What follows belongs to an exercise in optimizing a design on an open flow for small area; a production flow would make more cautious choices. At most, simulation tests tie the RTL to the original design; equivalence was not proved. No activity file was given, so power comes from the tool's default toggle rates.

==> inputs of 12-16 <==
==> flow/design.v (excerpt) <==
module pipe_snapshot_top
(
  input  logic                            clk,
  input  logic                            rst_n,
  input  logic                            capture,
  input  logic                            advance,
  input  logic [dbg_pkg::PC_W-1:0]        current_pc,
  input  logic [dbg_pkg::PC_W-1:0]        pc_if,
  input  logic [dbg_pkg::WORD_W-1:0]      instr_if,
  input  logic [dbg_pkg::WORD_W-1:0]      data_a_id,
  input  logic [dbg_pkg::WORD_W-1:0]      data_b_id,
  input  logic [dbg_pkg::WORD_W-1:0]      sign_ext_id,
  input  logic [dbg_pkg::PC_W-1:0]        jump_dest_id,
  input  logic [dbg_pkg::REG_IDX_W-1:0]   reg_dest_r_id,
  input  logic [dbg_pkg::REG_IDX_W-1:0]   reg_dest_l_id,
  input  logic                            reg_dst_id,
  input  logic                            alu_src_id,
  input  logic                            mem_to_reg_id,
  input  logic                            reg_write_id,
  input  logic                            mem_read_id,
  input  logic                            mem_write_id,
  input  logic                            branch_id,
  input  logic [1:0]                      alu_op_id,
  input  logic [dbg_pkg::WORD_W-1:0]      result_ie,
  input  logic [dbg_pkg::WORD_W-1:0]      reg2_ie,
  input  logic [dbg_pkg::PC_W-1:0]        jump_dest_ie,
  input  logic                            zero_ie,
  input  logic [dbg_pkg::REG_IDX_W-1:0]   reg_dest_ie,
  input  logic                            mem_to_reg_ie,
  input  logic                            reg_write_ie,
  input  logic                            mem_read_ie,
  input  logic                            mem_write_ie,
  input  logic                            branch_ie,
  input  logic [dbg_pkg::WORD_W-1:0]      mem_data_mem,
  input  logic [dbg_pkg::WORD_W-1:0]      alu_result_mem,
  input  logic [dbg_pkg::REG_IDX_W-1:0]   reg_dest_mem,
  input  logic                            mem_to_reg_mem,
  input  logic                            reg_write_mem,
  output logic [dbg_pkg::BYTE_W-1:0]      read_data,
  output logic                            frame_full,
  output logic                            frame_empty
);
export LEC_CHECK = 0
export CAP_MARGIN = 20
export CORE_MARGIN = 2
export CORE_UTILIZATION = 60
export SLEW_MARGIN = 20
export SYNTH_HIERARCHICAL = 1
create_clock -name core_clock -period 6.0 [get_ports {clk}]
standard.sh (not shown) runs the stock make flow with config.mk's settings and CLKGATE_MAP_FILE= SYNTH_SCRIPT=/design/flow/synth_recipe.tcl, a recipe that flattens the netlist after the stock synthesis.
==> flow/flow/run.sh <==
#!/bin/bash
# Standard ORFS layout with smaller port buffers and a lighter clock tree.
set -euo pipefail
export BUFFER_PORTS_ARGS="-buffer_cell sky130_fd_sc_hd__buf_1"
export CTS_ARGS="-sink_clustering_enable -repair_clock_nets -dont_use_dummy_load -buf_list {sky130_fd_sc_hd__clkbuf_4 sky130_fd_sc_hd__clkbuf_8 sky130_fd_sc_hd__clkbuf_16} -root_buf sky130_fd_sc_hd__clkbuf_8 -sink_clustering_size 30 -sink_clustering_max_diameter 100"
bash standard.sh > standard.log 2>&1
==> inputs of 03-07, as changes to 12-16 <==
--- a/flow/design.v
+++ b/flow/design.v
@@ -132,93 +132,42 @@
   input  logic                      advance,       
   input  logic [dbg_pkg::FRAME_BYTES*dbg_pkg::BYTE_W-1:0] frame,   
   output logic                      take,          
   output logic [dbg_pkg::BYTE_W-1:0] read_data,
   output logic                      frame_full,
   output logic                      frame_empty
 );
   logic       held;      
-  logic [5:0] rd_idx;    
+  dbg_pkg::frame_idx_t rd_idx;    
   logic       last;      
   logic [dbg_pkg::FRAME_BYTES-1:0] sel;   
   assign take = capture && !held;    
-  assign last = !rd_idx[2] && !rd_idx[3] && !rd_idx[4] && !rd_idx[5];
+  assign last = rd_idx[5] && rd_idx[4] && rd_idx[2] && rd_idx[1] && rd_idx[0];
   always_ff @(posedge clk)
   begin
     if (!rst_n)
       held <= 1'b0;
     else if (take)
       held <= 1'b1;
     else if (advance && last)
       held <= 1'b0;   
   end
   always_ff @(posedge clk)
   begin
     if (take)
-      rd_idx <= 6'd12;
+      rd_idx <= '0;
     else if (advance)
-      rd_idx <= {rd_idx[4:0], rd_idx[5] ^ rd_idx[4]};
+      rd_idx <= rd_idx + dbg_pkg::frame_idx_t'(1);
+  end
+  always_comb
+  begin
+    for (int k = 0; k < dbg_pkg::FRAME_BYTES; k++)
+      sel[k] = (rd_idx == dbg_pkg::frame_idx_t'(k));
   end
-  assign sel[0] = (rd_idx == 6'd12);
-  assign sel[1] = (rd_idx == 6'd24);
-  assign sel[2] = (rd_idx == 6'd49);
-  assign sel[3] = (rd_idx == 6'd34);
-  assign sel[4] = (rd_idx == 6'd5);
-  assign sel[5] = (rd_idx == 6'd10);
-  assign sel[6] = (rd_idx == 6'd20);
-  assign sel[7] = (rd_idx == 6'd41);
-  assign sel[8] = (rd_idx == 6'd19);
-  assign sel[9] = (rd_idx == 6'd39);
-  assign sel[10] = (rd_idx == 6'd15);
-  assign sel[11] = (rd_idx == 6'd30);
-  assign sel[12] = (rd_idx == 6'd61);
-  assign sel[13] = (rd_idx == 6'd58);
-  assign sel[14] = (rd_idx == 6'd52);
-  assign sel[15] = (rd_idx == 6'd40);
-  assign sel[16] = (rd_idx == 6'd17);
-  assign sel[17] = (rd_idx == 6'd35);
-  assign sel[18] = (rd_idx == 6'd7);
-  assign sel[19] = (rd_idx == 6'd14);
-  assign sel[20] = (rd_idx == 6'd28);
-  assign sel[21] = (rd_idx == 6'd57);
-  assign sel[22] = (rd_idx == 6'd50);
-  assign sel[23] = (rd_idx == 6'd36);
-  assign sel[24] = (rd_idx == 6'd9);
-  assign sel[25] = (rd_idx == 6'd18);
-  assign sel[26] = (rd_idx == 6'd37);
-  assign sel[27] = (rd_idx == 6'd11);
-  assign sel[28] = (rd_idx == 6'd22);
-  assign sel[29] = (rd_idx == 6'd45);
-  assign sel[30] = (rd_idx == 6'd27);
-  assign sel[31] = (rd_idx == 6'd55);
-  assign sel[32] = (rd_idx == 6'd46);
-  assign sel[33] = (rd_idx == 6'd29);
-  assign sel[34] = (rd_idx == 6'd59);
-  assign sel[35] = (rd_idx == 6'd54);
-  assign sel[36] = (rd_idx == 6'd44);
-  assign sel[37] = (rd_idx == 6'd25);
-  assign sel[38] = (rd_idx == 6'd51);
-  assign sel[39] = (rd_idx == 6'd38);
-  assign sel[40] = (rd_idx == 6'd13);
-  assign sel[41] = (rd_idx == 6'd26);
-  assign sel[42] = (rd_idx == 6'd53);
-  assign sel[43] = (rd_idx == 6'd42);
-  assign sel[44] = (rd_idx == 6'd21);
-  assign sel[45] = (rd_idx == 6'd43);
-  assign sel[46] = (rd_idx == 6'd23);
-  assign sel[47] = (rd_idx == 6'd47);
-  assign sel[48] = (rd_idx == 6'd31);
-  assign sel[49] = (rd_idx == 6'd63);
-  assign sel[50] = (rd_idx == 6'd62);
-  assign sel[51] = (rd_idx == 6'd60);
-  assign sel[52] = (rd_idx == 6'd56);
-  assign sel[53] = (rd_idx == 6'd48);
-  assign sel[54] = (rd_idx == 6'd32);
-  assign sel[55] = (rd_idx == 6'd1);
   logic [18:0] t0;   
   logic [13:0] t1;   
   logic [13:0] t2;   
   logic [13:0] t3;   
   logic [13:0] t4;   
   logic [11:0] t5;   
   logic [11:0] t6;   
   logic [11:0] t7;   
@@ -336,17 +285,17 @@
   rd_aoi222 u_b7_5 (.a1(sel[15]), .a2(frame[127]), .b1(sel[16]), .b2(frame[135]), .c1(sel[17]), .c2(frame[143]), .y(t7[5]));
   rd_aoi222 u_b7_6 (.a1(sel[18]), .a2(frame[151]), .b1(sel[29]), .b2(frame[239]), .c1(sel[30]), .c2(frame[247]), .y(t7[6]));
   rd_aoi222 u_b7_7 (.a1(sel[31]), .a2(frame[255]), .b1(sel[32]), .b2(frame[263]), .c1(sel[33]), .c2(frame[271]), .y(t7[7]));
   rd_aoi222 u_b7_8 (.a1(sel[34]), .a2(frame[279]), .b1(sel[35]), .b2(frame[287]), .c1(sel[36]), .c2(frame[295]), .y(t7[8]));
   rd_aoi222 u_b7_9 (.a1(sel[37]), .a2(frame[303]), .b1(sel[45]), .b2(frame[367]), .c1(sel[46]), .c2(frame[375]), .y(t7[9]));
   rd_aoi222 u_b7_10 (.a1(sel[47]), .a2(frame[383]), .b1(sel[48]), .b2(frame[391]), .c1(sel[49]), .c2(frame[399]), .y(t7[10]));
   rd_aoi222 u_b7_11 (.a1(sel[50]), .a2(frame[407]), .b1(sel[51]), .b2(frame[415]), .c1(sel[52]), .c2(frame[423]), .y(t7[11]));
   assign read_data[7] = ~&t7;
-  assign frame_full  = held && !rd_idx[0] && !rd_idx[1] && !rd_idx[4] && !rd_idx[5];     
+  assign frame_full  = held && (rd_idx == '0);     
   assign frame_empty = !held;
 endmodule
 `timescale 1ns/10ps
 module pipe_snapshot_top
 (
   input  logic                            clk,
   input  logic                            rst_n,
   input  logic                            capture,
==> flow/flow/run.sh (replaced) <==
#!/bin/bash
# Standard ORFS layout with smaller port buffers and a lighter clock tree.
set -euo pipefail
export BUFFER_PORTS_ARGS="-buffer_cell sky130_fd_sc_hd__buf_1"
export CTS_ARGS="-sink_clustering_enable -repair_clock_nets -dont_use_dummy_load -buf_list {sky130_fd_sc_hd__clkbuf_4 sky130_fd_sc_hd__clkbuf_8} -root_buf sky130_fd_sc_hd__clkbuf_8 -sink_clustering_size 20 -sink_clustering_max_diameter 60"
bash standard.sh > standard.log 2>&1
==> flow/config.mk (replaced) <==
export PLATFORM = sky130hd
export DESIGN_NAME = pipe_snapshot_top
export DESIGN_NICKNAME = pipe_snapshot_top
export VERILOG_FILES = /design/flow/design.v
export SDC_FILE = /design/flow/constraint.sdc
export NUM_CORES = 4
export LEC_CHECK = 0
export CAP_MARGIN = 20
export CORE_MARGIN = 2
export CORE_UTILIZATION = 40
export SLEW_MARGIN = 20
export SYNTH_HIERARCHICAL = 1
==> metrics.md <==
| Metric | Value |
|---|---|
| Status | timing/DRC/antenna clean |
| Reg clk slew, reported paths | 0.12 ns |
| Fin area | 0.0138 mm2 |
| Initial core utilization | 61.1% |
| Crit path max fanout | 15 |
| Syn_nets | 927 |
| GRT Overall Usage | 29.1% |
| Site Rows | 51 |
The numbers above come from 12-16.

==> metrics.md <==
| Metric | Value |
|---|---|
| Initial core utilization | 40.9% |
| Crit path max fanout | 8 |
| GRT Overall Usage | 21.8% |
| Syn_nets | 935 |
| Status | timing/DRC/antenna clean |
| Reg clk slew, reported paths | 0.07 ns |
The numbers above come from 03-07.

The RTL of 12-16 was laid out without a check of its function.

* * *

==> run a <==
Another version of the RTL of pipe_snapshot_top (not shown whole).
Design pipe_snapshot_top, start of the top module:
module pipe_snapshot_top
(
  input  logic                            clk,
  input  logic                            rst_n,
  input  logic                            capture,
  input  logic                            advance,
  input  logic [dbg_pkg::PC_W-1:0]        current_pc,
  input  logic [dbg_pkg::PC_W-1:0]        pc_if,
  input  logic [dbg_pkg::WORD_W-1:0]      instr_if,
  input  logic [dbg_pkg::WORD_W-1:0]      data_a_id,
  input  logic [dbg_pkg::WORD_W-1:0]      data_b_id,
  input  logic [dbg_pkg::WORD_W-1:0]      sign_ext_id,
  input  logic [dbg_pkg::PC_W-1:0]        jump_dest_id,
  input  logic [dbg_pkg::REG_IDX_W-1:0]   reg_dest_r_id,
  input  logic [dbg_pkg::REG_IDX_W-1:0]   reg_dest_l_id,
  input  logic                            reg_dst_id,
  input  logic                            alu_src_id,
  input  logic                            mem_to_reg_id,
  input  logic                            reg_write_id,
  input  logic                            mem_read_id,
  input  logic                            mem_write_id,
  input  logic                            branch_id,
  input  logic [1:0]                      alu_op_id,
  input  logic [dbg_pkg::WORD_W-1:0]      result_ie,
  input  logic [dbg_pkg::WORD_W-1:0]      reg2_ie,
  input  logic [dbg_pkg::PC_W-1:0]        jump_dest_ie,
  input  logic                            zero_ie,
  input  logic [dbg_pkg::REG_IDX_W-1:0]   reg_dest_ie,
  input  logic                            mem_to_reg_ie,
  input  logic                            reg_write_ie,
  input  logic                            mem_read_ie,
  input  logic                            mem_write_ie,
  input  logic                            branch_ie,
  input  logic [dbg_pkg::WORD_W-1:0]      mem_data_mem,
  input  logic [dbg_pkg::WORD_W-1:0]      alu_result_mem,
  input  logic [dbg_pkg::REG_IDX_W-1:0]   reg_dest_mem,
  input  logic                            mem_to_reg_mem,
  input  logic                            reg_write_mem,
  output logic [dbg_pkg::BYTE_W-1:0]      read_data,
  output logic                            frame_full,
  output logic                            frame_empty
);
export LEC_CHECK = 0
export CAP_MARGIN = 20
export CORE_MARGIN = 2
export CORE_UTILIZATION = 60
export SLEW_MARGIN = 20
export SYNTH_HIERARCHICAL = 1
create_clock -name core_clock -period 6.0 [get_ports {clk}]
==> flow/flow/run.sh <==
#!/bin/bash
# Standard ORFS layout with smaller port buffers and a lighter clock tree.
set -euo pipefail
export BUFFER_PORTS_ARGS="-buffer_cell sky130_fd_sc_hd__buf_1"
export CTS_ARGS="-sink_clustering_enable -repair_clock_nets -dont_use_dummy_load -buf_list {sky130_fd_sc_hd__clkbuf_4 sky130_fd_sc_hd__clkbuf_8 sky130_fd_sc_hd__clkbuf_16} -root_buf sky130_fd_sc_hd__clkbuf_8 -sink_clustering_size 30 -sink_clustering_max_diameter 100"
bash standard.sh > standard.log 2>&1
==> run b (differences from run a) <==
--- a/flow/design.v
+++ b/flow/design.v
@@ -112,40 +112,38 @@
 `timescale 1ns/10ps
 module rd_aoi222
 (
   input  logic a1, a2, b1, b2, c1, c2,
   output logic y
 );
   assign y = ~((a1 & a2) | (b1 & b2) | (c1 & c2));
 endmodule
-module rd_nor2
+module rd_aoi22
 (
-  input  logic a, b,
+  input  logic a1, a2, b1, b2,
   output logic y
 );
-  assign y = ~(a | b);
+  assign y = ~((a1 & a2) | (b1 & b2));
 endmodule
 module byte_readout
 (
   input  logic                      clk,
   input  logic                      rst_n,
   input  logic                      capture,       
   input  logic                      advance,       
   input  logic [dbg_pkg::FRAME_BYTES*dbg_pkg::BYTE_W-1:0] frame,   
   output logic                      take,          
   output logic [dbg_pkg::BYTE_W-1:0] read_data,
   output logic                      frame_full,
   output logic                      frame_empty
 );
   logic       held;      
-  logic [5:0] rd_idx;      
+  dbg_pkg::frame_idx_t rd_idx;    
   logic       last;      
-  logic [7:0] lo_n;      
-  logic [6:0] hi_n;      
   logic [dbg_pkg::FRAME_BYTES-1:0] sel;   
   assign take = capture && !held;    
   assign last = rd_idx[5] && rd_idx[4] && rd_idx[2] && rd_idx[1] && rd_idx[0];
   always_ff @(posedge clk)
   begin
     if (!rst_n)
       held <= 1'b0;
     else if (take)
@@ -153,94 +151,28 @@
     else if (advance && last)
       held <= 1'b0;   
   end
   always_ff @(posedge clk)
   begin
     if (take)
       rd_idx <= '0;
     else if (advance)
-      rd_idx <= rd_idx + 6'd1;
+      rd_idx <= rd_idx + dbg_pkg::frame_idx_t'(1);
   end
-  assign lo_n[0] = !(rd_idx[2:0] == 3'd0);
-  assign lo_n[1] = !(rd_idx[2:0] == 3'd1);
-  assign lo_n[2] = !(rd_idx[2:0] == 3'd2);
-  assign lo_n[3] = !(rd_idx[2:0] == 3'd3);
-  assign lo_n[4] = !(rd_idx[2:0] == 3'd4);
-  assign lo_n[5] = !(rd_idx[2:0] == 3'd5);
-  assign lo_n[6] = !(rd_idx[2:0] == 3'd6);
-  assign lo_n[7] = !(rd_idx[2:0] == 3'd7);
-  assign hi_n[0] = !(!rd_idx[5] && !rd_idx[4] && !rd_idx[3]);
-  assign hi_n[1] = !(!rd_idx[5] && !rd_idx[4] &&  rd_idx[3]);
-  assign hi_n[2] = !(!rd_idx[5] &&  rd_idx[4] && !rd_idx[3]);
-  assign hi_n[3] = !( rd_idx[4] &&  rd_idx[3]);
-  assign hi_n[4] = !( rd_idx[5] && !rd_idx[4] && !rd_idx[3]);
-  assign hi_n[5] = !( rd_idx[5] &&  rd_idx[3]);
-  assign hi_n[6] = !( rd_idx[5] &&  rd_idx[4]);
-  rd_nor2 u_sel0 (.a(lo_n[0]), .b(hi_n[0]), .y(sel[0]));
-  rd_nor2 u_sel1 (.a(lo_n[1]), .b(hi_n[0]), .y(sel[1]));
-  rd_nor2 u_sel2 (.a(lo_n[2]), .b(hi_n[0]), .y(sel[2]));
-  rd_nor2 u_sel3 (.a(lo_n[3]), .b(hi_n[0]), .y(sel[3]));
-  rd_nor2 u_sel4 (.a(lo_n[4]), .b(hi_n[0]), .y(sel[4]));
-  rd_nor2 u_sel5 (.a(lo_n[5]), .b(hi_n[0]), .y(sel[5]));
-  rd_nor2 u_sel6 (.a(lo_n[6]), .b(hi_n[0]), .y(sel[6]));
-  rd_nor2 u_sel7 (.a(lo_n[7]), .b(hi_n[0]), .y(sel[7]));
-  rd_nor2 u_sel8 (.a(lo_n[0]), .b(hi_n[1]), .y(sel[8]));
-  rd_nor2 u_sel9 (.a(lo_n[1]), .b(hi_n[1]), .y(sel[9]));
-  rd_nor2 u_sel10 (.a(lo_n[2]), .b(hi_n[1]), .y(sel[10]));
-  rd_nor2 u_sel11 (.a(lo_n[3]), .b(hi_n[1]), .y(sel[11]));
-  rd_nor2 u_sel12 (.a(lo_n[4]), .b(hi_n[1]), .y(sel[12]));
-  rd_nor2 u_sel13 (.a(lo_n[5]), .b(hi_n[1]), .y(sel[13]));
-  rd_nor2 u_sel14 (.a(lo_n[6]), .b(hi_n[1]), .y(sel[14]));
-  rd_nor2 u_sel15 (.a(lo_n[7]), .b(hi_n[1]), .y(sel[15]));
-  rd_nor2 u_sel16 (.a(lo_n[0]), .b(hi_n[2]), .y(sel[16]));
-  rd_nor2 u_sel17 (.a(lo_n[1]), .b(hi_n[2]), .y(sel[17]));
-  rd_nor2 u_sel18 (.a(lo_n[2]), .b(hi_n[2]), .y(sel[18]));
-  rd_nor2 u_sel19 (.a(lo_n[3]), .b(hi_n[2]), .y(sel[19]));
-  rd_nor2 u_sel20 (.a(lo_n[4]), .b(hi_n[2]), .y(sel[20]));
-  rd_nor2 u_sel21 (.a(lo_n[5]), .b(hi_n[2]), .y(sel[21]));
-  rd_nor2 u_sel22 (.a(lo_n[6]), .b(hi_n[2]), .y(sel[22]));
-  rd_nor2 u_sel23 (.a(lo_n[7]), .b(hi_n[2]), .y(sel[23]));
-  rd_nor2 u_sel24 (.a(lo_n[0]), .b(hi_n[3]), .y(sel[24]));
-  rd_nor2 u_sel25 (.a(lo_n[1]), .b(hi_n[3]), .y(sel[25]));
-  rd_nor2 u_sel26 (.a(lo_n[2]), .b(hi_n[3]), .y(sel[26]));
-  rd_nor2 u_sel27 (.a(lo_n[3]), .b(hi_n[3]), .y(sel[27]));
-  rd_nor2 u_sel28 (.a(lo_n[4]), .b(hi_n[3]), .y(sel[28]));
-  rd_nor2 u_sel29 (.a(lo_n[5]), .b(hi_n[3]), .y(sel[29]));
-  rd_nor2 u_sel30 (.a(lo_n[6]), .b(hi_n[3]), .y(sel[30]));
-  rd_nor2 u_sel31 (.a(lo_n[7]), .b(hi_n[3]), .y(sel[31]));
-  rd_nor2 u_sel32 (.a(lo_n[0]), .b(hi_n[4]), .y(sel[32]));
-  rd_nor2 u_sel33 (.a(lo_n[1]), .b(hi_n[4]), .y(sel[33]));
-  rd_nor2 u_sel34 (.a(lo_n[2]), .b(hi_n[4]), .y(sel[34]));
-  rd_nor2 u_sel35 (.a(lo_n[3]), .b(hi_n[4]), .y(sel[35]));
-  rd_nor2 u_sel36 (.a(lo_n[4]), .b(hi_n[4]), .y(sel[36]));
-  rd_nor2 u_sel37 (.a(lo_n[5]), .b(hi_n[4]), .y(sel[37]));
-  rd_nor2 u_sel38 (.a(lo_n[6]), .b(hi_n[4]), .y(sel[38]));
-  rd_nor2 u_sel39 (.a(lo_n[7]), .b(hi_n[4]), .y(sel[39]));
-  rd_nor2 u_sel40 (.a(lo_n[0]), .b(hi_n[5]), .y(sel[40]));
-  rd_nor2 u_sel41 (.a(lo_n[1]), .b(hi_n[5]), .y(sel[41]));
-  rd_nor2 u_sel42 (.a(lo_n[2]), .b(hi_n[5]), .y(sel[42]));
-  rd_nor2 u_sel43 (.a(lo_n[3]), .b(hi_n[5]), .y(sel[43]));
-  rd_nor2 u_sel44 (.a(lo_n[4]), .b(hi_n[5]), .y(sel[44]));
-  rd_nor2 u_sel45 (.a(lo_n[5]), .b(hi_n[5]), .y(sel[45]));
-  rd_nor2 u_sel46 (.a(lo_n[6]), .b(hi_n[5]), .y(sel[46]));
-  rd_nor2 u_sel47 (.a(lo_n[7]), .b(hi_n[5]), .y(sel[47]));
-  rd_nor2 u_sel48 (.a(lo_n[0]), .b(hi_n[6]), .y(sel[48]));
-  rd_nor2 u_sel49 (.a(lo_n[1]), .b(hi_n[6]), .y(sel[49]));
-  rd_nor2 u_sel50 (.a(lo_n[2]), .b(hi_n[6]), .y(sel[50]));
-  rd_nor2 u_sel51 (.a(lo_n[3]), .b(hi_n[6]), .y(sel[51]));
-  rd_nor2 u_sel52 (.a(lo_n[4]), .b(hi_n[6]), .y(sel[52]));
-  rd_nor2 u_sel53 (.a(lo_n[5]), .b(hi_n[6]), .y(sel[53]));
-  rd_nor2 u_sel54 (.a(lo_n[6]), .b(hi_n[6]), .y(sel[54]));
-  rd_nor2 u_sel55 (.a(lo_n[7]), .b(hi_n[6]), .y(sel[55]));
-  logic [17:0] t0;   
-  logic [12:0] t1;   
-  logic [12:0] t2;   
-  logic [12:0] t3;   
-  logic [12:0] t4;   
+  always_comb
+  begin
+    for (int k = 0; k < dbg_pkg::FRAME_BYTES; k++)
+      sel[k] = (rd_idx == dbg_pkg::frame_idx_t'(k));
+  end
+  logic [18:0] t0;   
+  logic [13:0] t1;   
+  logic [13:0] t2;   
+  logic [13:0] t3;   
+  logic [13:0] t4;   
   logic [11:0] t5;   
   logic [11:0] t6;   
   logic [11:0] t7;   
   rd_aoi222 u_b0_0 (.a1(sel[0]), .a2(frame[0]), .b1(sel[1]), .b2(frame[8]), .c1(sel[2]), .c2(frame[16]), .y(t0[0]));
   rd_aoi222 u_b0_1 (.a1(sel[3]), .a2(frame[24]), .b1(sel[4]), .b2(frame[32]), .c1(sel[5]), .c2(frame[40]), .y(t0[1]));
   rd_aoi222 u_b0_2 (.a1(sel[6]), .a2(frame[48]), .b1(sel[7]), .b2(frame[56]), .c1(sel[8]), .c2(frame[64]), .y(t0[2]));
   rd_aoi222 u_b0_3 (.a1(sel[9]), .a2(frame[72]), .b1(sel[10]), .b2(frame[80]), .c1(sel[11]), .c2(frame[88]), .y(t0[3]));
   rd_aoi222 u_b0_4 (.a1(sel[12]), .a2(frame[96]), .b1(sel[13]), .b2(frame[104]), .c1(sel[14]), .c2(frame[112]), .y(t0[4]));
@@ -252,73 +184,78 @@
   rd_aoi222 u_b0_10 (.a1(sel[30]), .a2(frame[240]), .b1(sel[31]), .b2(frame[248]), .c1(sel[32]), .c2(frame[256]), .y(t0[10]));
   rd_aoi222 u_b0_11 (.a1(sel[33]), .a2(frame[264]), .b1(sel[34]), .b2(frame[272]), .c1(sel[35]), .c2(frame[280]), .y(t0[11]));
   rd_aoi222 u_b0_12 (.a1(sel[36]), .a2(frame[288]), .b1(sel[37]), .b2(frame[296]), .c1(sel[38]), .c2(frame[304]), .y(t0[12]));
   rd_aoi222 u_b0_13 (.a1(sel[39]), .a2(frame[312]), .b1(sel[40]), .b2(frame[320]), .c1(sel[41]), .c2(frame[328]), .y(t0[13]));
   rd_aoi222 u_b0_14 (.a1(sel[42]), .a2(frame[336]), .b1(sel[43]), .b2(frame[344]), .c1(sel[44]), .c2(frame[352]), .y(t0[14]));
   rd_aoi222 u_b0_15 (.a1(sel[45]), .a2(frame[360]), .b1(sel[46]), .b2(frame[368]), .c1(sel[47]), .c2(frame[376]), .y(t0[15]));
   rd_aoi222 u_b0_16 (.a1(sel[48]), .a2(frame[384]), .b1(sel[49]), .b2(frame[392]), .c1(sel[50]), .c2(frame[400]), .y(t0[16]));
   rd_aoi222 u_b0_17 (.a1(sel[51]), .a2(frame[408]), .b1(sel[52]), .b2(frame[416]), .c1(sel[53]), .c2(frame[424]), .y(t0[17]));
-  assign read_data[0] = ~&t0 | (sel[54] & frame[432]) | (sel[55] & frame[440]);
+  rd_aoi22 u_b0_18 (.a1(sel[54]), .a2(frame[432]), .b1(sel[55]), .b2(frame[440]), .y(t0[18]));
+  assign read_data[0] = ~&t0;
   rd_aoi222 u_b1_0 (.a1(sel[0]), .a2(frame[1]), .b1(sel[1]), .b2(frame[9]), .c1(sel[2]), .c2(frame[17]), .y(t1[0]));
   rd_aoi222 u_b1_1 (.a1(sel[3]), .a2(frame[25]), .b1(sel[4]), .b2(frame[33]), .c1(sel[5]), .c2(frame[41]), .y(t1[1]));
   rd_aoi222 u_b1_2 (.a1(sel[6]), .a2(frame[49]), .b1(sel[7]), .b2(frame[57]), .c1(sel[8]), .c2(frame[65]), .y(t1[2]));
   rd_aoi222 u_b1_3 (.a1(sel[9]), .a2(frame[73]), .b1(sel[10]), .b2(frame[81]), .c1(sel[11]), .c2(frame[89]), .y(t1[3]));
   rd_aoi222 u_b1_4 (.a1(sel[12]), .a2(frame[97]), .b1(sel[13]), .b2(frame[105]), .c1(sel[14]), .c2(frame[113]), .y(t1[4]));
   rd_aoi222 u_b1_5 (.a1(sel[15]), .a2(frame[121]), .b1(sel[16]), .b2(frame[129]), .c1(sel[17]), .c2(frame[137]), .y(t1[5]));
   rd_aoi222 u_b1_6 (.a1(sel[18]), .a2(frame[145]), .b1(sel[19]), .b2(frame[153]), .c1(sel[20]), .c2(frame[161]), .y(t1[6]));
   rd_aoi222 u_b1_7 (.a1(sel[28]), .a2(frame[225]), .b1(sel[29]), .b2(frame[233]), .c1(sel[30]), .c2(frame[241]), .y(t1[7]));
   rd_aoi222 u_b1_8 (.a1(sel[31]), .a2(frame[249]), .b1(sel[32]), .b2(frame[257]), .c1(sel[33]), .c2(frame[265]), .y(t1[8]));
   rd_aoi222 u_b1_9 (.a1(sel[34]), .a2(frame[273]), .b1(sel[35]), .b2(frame[281]), .c1(sel[36]), .c2(frame[289]), .y(t1[9]));
   rd_aoi222 u_b1_10 (.a1(sel[37]), .a2(frame[297]), .b1(sel[39]), .b2(frame[313]), .c1(sel[45]), .c2(frame[361]), .y(t1[10]));
   rd_aoi222 u_b1_11 (.a1(sel[46]), .a2(frame[369]), .b1(sel[47]), .b2(frame[377]), .c1(sel[48]), .c2(frame[385]), .y(t1[11]));
   rd_aoi222 u_b1_12 (.a1(sel[49]), .a2(frame[393]), .b1(sel[50]), .b2(frame[401]), .c1(sel[51]), .c2(frame[409]), .y(t1[12]));
-  assign read_data[1] = ~&t1 | (sel[52] & frame[417]) | (sel[53] & frame[425]);
+  rd_aoi22 u_b1_13 (.a1(sel[52]), .a2(frame[417]), .b1(sel[53]), .b2(frame[425]), .y(t1[13]));
+  assign read_data[1] = ~&t1;
   rd_aoi222 u_b2_0 (.a1(sel[0]), .a2(frame[2]), .b1(sel[1]), .b2(frame[10]), .c1(sel[2]), .c2(frame[18]), .y(t2[0]));
   rd_aoi222 u_b2_1 (.a1(sel[3]), .a2(frame[26]), .b1(sel[4]), .b2(frame[34]), .c1(sel[5]), .c2(frame[42]), .y(t2[1]));
   rd_aoi222 u_b2_2 (.a1(sel[6]), .a2(frame[50]), .b1(sel[7]), .b2(frame[58]), .c1(sel[8]), .c2(frame[66]), .y(t2[2]));
   rd_aoi222 u_b2_3 (.a1(sel[9]), .a2(frame[74]), .b1(sel[10]), .b2(frame[82]), .c1(sel[11]), .c2(frame[90]), .y(t2[3]));
   rd_aoi222 u_b2_4 (.a1(sel[12]), .a2(frame[98]), .b1(sel[13]), .b2(frame[106]), .c1(sel[14]), .c2(frame[114]), .y(t2[4]));
   rd_aoi222 u_b2_5 (.a1(sel[15]), .a2(frame[122]), .b1(sel[16]), .b2(frame[130]), .c1(sel[17]), .c2(frame[138]), .y(t2[5]));
   rd_aoi222 u_b2_6 (.a1(sel[18]), .a2(frame[146]), .b1(sel[19]), .b2(frame[154]), .c1(sel[20]), .c2(frame[162]), .y(t2[6]));
   rd_aoi222 u_b2_7 (.a1(sel[29]), .a2(frame[234]), .b1(sel[30]), .b2(frame[242]), .c1(sel[31]), .c2(frame[250]), .y(t2[7]));
   rd_aoi222 u_b2_8 (.a1(sel[32]), .a2(frame[258]), .b1(sel[33]), .b2(frame[266]), .c1(sel[34]), .c2(frame[274]), .y(t2[8]));
   rd_aoi222 u_b2_9 (.a1(sel[35]), .a2(frame[282]), .b1(sel[36]), .b2(frame[290]), .c1(sel[37]), .c2(frame[298]), .y(t2[9]));
   rd_aoi222 u_b2_10 (.a1(sel[39]), .a2(frame[314]), .b1(sel[45]), .b2(frame[362]), .c1(sel[46]), .c2(frame[370]), .y(t2[10]));
   rd_aoi222 u_b2_11 (.a1(sel[47]), .a2(frame[378]), .b1(sel[48]), .b2(frame[386]), .c1(sel[49]), .c2(frame[394]), .y(t2[11]));
   rd_aoi222 u_b2_12 (.a1(sel[50]), .a2(frame[402]), .b1(sel[51]), .b2(frame[410]), .c1(sel[52]), .c2(frame[418]), .y(t2[12]));
-  assign read_data[2] = ~&t2 | (sel[53] & frame[426]);
+  assign t2[13] = ~(sel[53] & frame[426]);
+  assign read_data[2] = ~&t2;
   rd_aoi222 u_b3_0 (.a1(sel[0]), .a2(frame[3]), .b1(sel[1]), .b2(frame[11]), .c1(sel[2]), .c2(frame[19]), .y(t3[0]));
   rd_aoi222 u_b3_1 (.a1(sel[3]), .a2(frame[27]), .b1(sel[4]), .b2(frame[35]), .c1(sel[5]), .c2(frame[43]), .y(t3[1]));
   rd_aoi222 u_b3_2 (.a1(sel[6]), .a2(frame[51]), .b1(sel[7]), .b2(frame[59]), .c1(sel[8]), .c2(frame[67]), .y(t3[2]));
   rd_aoi222 u_b3_3 (.a1(sel[9]), .a2(frame[75]), .b1(sel[10]), .b2(frame[83]), .c1(sel[11]), .c2(frame[91]), .y(t3[3]));
   rd_aoi222 u_b3_4 (.a1(sel[12]), .a2(frame[99]), .b1(sel[13]), .b2(frame[107]), .c1(sel[14]), .c2(frame[115]), .y(t3[4]));
   rd_aoi222 u_b3_5 (.a1(sel[15]), .a2(frame[123]), .b1(sel[16]), .b2(frame[131]), .c1(sel[17]), .c2(frame[139]), .y(t3[5]));
   rd_aoi222 u_b3_6 (.a1(sel[18]), .a2(frame[147]), .b1(sel[19]), .b2(frame[155]), .c1(sel[20]), .c2(frame[163]), .y(t3[6]));
   rd_aoi222 u_b3_7 (.a1(sel[29]), .a2(frame[235]), .b1(sel[30]), .b2(frame[243]), .c1(sel[31]), .c2(frame[251]), .y(t3[7]));
   rd_aoi222 u_b3_8 (.a1(sel[32]), .a2(frame[259]), .b1(sel[33]), .b2(frame[267]), .c1(sel[34]), .c2(frame[275]), .y(t3[8]));
   rd_aoi222 u_b3_9 (.a1(sel[35]), .a2(frame[283]), .b1(sel[36]), .b2(frame[291]), .c1(sel[37]), .c2(frame[299]), .y(t3[9]));
   rd_aoi222 u_b3_10 (.a1(sel[39]), .a2(frame[315]), .b1(sel[45]), .b2(frame[363]), .c1(sel[46]), .c2(frame[371]), .y(t3[10]));
   rd_aoi222 u_b3_11 (.a1(sel[47]), .a2(frame[379]), .b1(sel[48]), .b2(frame[387]), .c1(sel[49]), .c2(frame[395]), .y(t3[11]));
   rd_aoi222 u_b3_12 (.a1(sel[50]), .a2(frame[403]), .b1(sel[51]), .b2(frame[411]), .c1(sel[52]), .c2(frame[419]), .y(t3[12]));
-  assign read_data[3] = ~&t3 | (sel[53] & frame[427]);
+  assign t3[13] = ~(sel[53] & frame[427]);
+  assign read_data[3] = ~&t3;
   rd_aoi222 u_b4_0 (.a1(sel[0]), .a2(frame[4]), .b1(sel[1]), .b2(frame[12]), .c1(sel[2]), .c2(frame[20]), .y(t4[0]));
   rd_aoi222 u_b4_1 (.a1(sel[3]), .a2(frame[28]), .b1(sel[4]), .b2(frame[36]), .c1(sel[5]), .c2(frame[44]), .y(t4[1]));
   rd_aoi222 u_b4_2 (.a1(sel[6]), .a2(frame[52]), .b1(sel[7]), .b2(frame[60]), .c1(sel[8]), .c2(frame[68]), .y(t4[2]));
   rd_aoi222 u_b4_3 (.a1(sel[9]), .a2(frame[76]), .b1(sel[10]), .b2(frame[84]), .c1(sel[11]), .c2(frame[92]), .y(t4[3]));
   rd_aoi222 u_b4_4 (.a1(sel[12]), .a2(frame[100]), .b1(sel[13]), .b2(frame[108]), .c1(sel[14]), .c2(frame[116]), .y(t4[4]));
   rd_aoi222 u_b4_5 (.a1(sel[15]), .a2(frame[124]), .b1(sel[16]), .b2(frame[132]), .c1(sel[17]), .c2(frame[140]), .y(t4[5]));
   rd_aoi222 u_b4_6 (.a1(sel[18]), .a2(frame[148]), .b1(sel[19]), .b2(frame[156]), .c1(sel[20]), .c2(frame[164]), .y(t4[6]));
   rd_aoi222 u_b4_7 (.a1(sel[29]), .a2(frame[236]), .b1(sel[30]), .b2(frame[244]), .c1(sel[31]), .c2(frame[252]), .y(t4[7]));
   rd_aoi222 u_b4_8 (.a1(sel[32]), .a2(frame[260]), .b1(sel[33]), .b2(frame[268]), .c1(sel[34]), .c2(frame[276]), .y(t4[8]));
   rd_aoi222 u_b4_9 (.a1(sel[35]), .a2(frame[284]), .b1(sel[36]), .b2(frame[292]), .c1(sel[37]), .c2(frame[300]), .y(t4[9]));
   rd_aoi222 u_b4_10 (.a1(sel[39]), .a2(frame[316]), .b1(sel[45]), .b2(frame[364]), .c1(sel[46]), .c2(frame[372]), .y(t4[10]));
   rd_aoi222 u_b4_11 (.a1(sel[47]), .a2(frame[380]), .b1(sel[48]), .b2(frame[388]), .c1(sel[49]), .c2(frame[396]), .y(t4[11]));
   rd_aoi222 u_b4_12 (.a1(sel[50]), .a2(frame[404]), .b1(sel[51]), .b2(frame[412]), .c1(sel[52]), .c2(frame[420]), .y(t4[12]));
-  assign read_data[4] = ~&t4 | (sel[53] & frame[428]);
+  assign t4[13] = ~(sel[53] & frame[428]);
+  assign read_data[4] = ~&t4;
   rd_aoi222 u_b5_0 (.a1(sel[0]), .a2(frame[5]), .b1(sel[1]), .b2(frame[13]), .c1(sel[2]), .c2(frame[21]), .y(t5[0]));
   rd_aoi222 u_b5_1 (.a1(sel[3]), .a2(frame[29]), .b1(sel[4]), .b2(frame[37]), .c1(sel[5]), .c2(frame[45]), .y(t5[1]));
   rd_aoi222 u_b5_2 (.a1(sel[6]), .a2(frame[53]), .b1(sel[7]), .b2(frame[61]), .c1(sel[8]), .c2(frame[69]), .y(t5[2]));
   rd_aoi222 u_b5_3 (.a1(sel[9]), .a2(frame[77]), .b1(sel[10]), .b2(frame[85]), .c1(sel[11]), .c2(frame[93]), .y(t5[3]));
   rd_aoi222 u_b5_4 (.a1(sel[12]), .a2(frame[101]), .b1(sel[13]), .b2(frame[109]), .c1(sel[14]), .c2(frame[117]), .y(t5[4]));
   rd_aoi222 u_b5_5 (.a1(sel[15]), .a2(frame[125]), .b1(sel[16]), .b2(frame[133]), .c1(sel[17]), .c2(frame[141]), .y(t5[5]));
   rd_aoi222 u_b5_6 (.a1(sel[18]), .a2(frame[149]), .b1(sel[29]), .b2(frame[237]), .c1(sel[30]), .c2(frame[245]), .y(t5[6]));
   rd_aoi222 u_b5_7 (.a1(sel[31]), .a2(frame[253]), .b1(sel[32]), .b2(frame[261]), .c1(sel[33]), .c2(frame[269]), .y(t5[7]));
Settings changed: CORE_UTILIZATION 60 to 75.
==> results.py <==
metrics = {
    "placement": {
        "finalWeightedCongestion": 0.935,
    },
    "grt": {
        "grt_use_met3": 0.0929,
        "grtUsageMet2": 0.670,
    },
    "outcome": {
        "outcome": "timing/DRC/antenna clean",
    },
    "pwr": {
        "p_int_mw": 3.23,
        "power.leakage_nw": 4.31,
    },
    "drt": {
        "wl_met2_mm": 16.9,
    },
    "cells_and_area": {
        "drive_gt1_frac": 0.0232,
    },
    "critical_path": {
        "cp_data_arrival_time_ns": 3.87,
    },
}
# the run above: run b

==> results.py <==
metrics = {
    "outcome": {
        "outcome": "timing/DRC/antenna clean",
    },
    "drt": {
        "wl_met2_mm": 15.1,
    },
    "critical_path": {
        "cp_data_arrival_time_ns": 3.49,
    },
    "pwr": {
        "seq-power_mw": 2.75,
        "power.leakage_nw": 4.27,
    },
    "grt": {
        "grt_use_met3": 0.0670,
        "grtUsageMet2": 0.473,
    },
    "cells_and_area": {
        "drive_gt1_frac": 0.0223,
    },
    "clock_tree": {
        "cts_made_buffers": 15,
    },
}
# the run above: run a

Function not checked in run a: the RTL went through the layout flow alone.

-- static timing again, ports no longer ideal --
Ports are ideal in the flow. The routed layouts listed here were re-timed in OpenROAD.
Step 1 sets driving cells, clkbuf_16 on the clock port and buf_2 on the other inputs (assumed; they add their load-dependent delay and slew).
Step 2 also shifts input and output timing later by t, the mid clock arrival at the registers, as if the neighbouring blocks saw the same clock.
a / b / c = ideal ports / drivers / drivers and shift; a / b = the first two.
| run | t (ns) | setup WS [ns] | worst setup path at the end | worst register clock-pin slew, ns |
|---|---|---|---|---|
| 12-16 | 0.585 | 1.224 / 1.184 / 1.769 | register to output | 0.12 / 0.12 |
| 03-07 | 0.623 | 1.171 / 1.121 / 1.744 | register to output | 0.12 / 0.12 |
| run a | 0.582 | 1.312 / 1.272 / 1.853 | register to output | 0.11 / 0.11 |
| run b | 0.595 | 0.930 / 0.888 / 1.483 | register to output | 0.12 / 0.12 |
After both steps setup and hold are still met in every run listed.
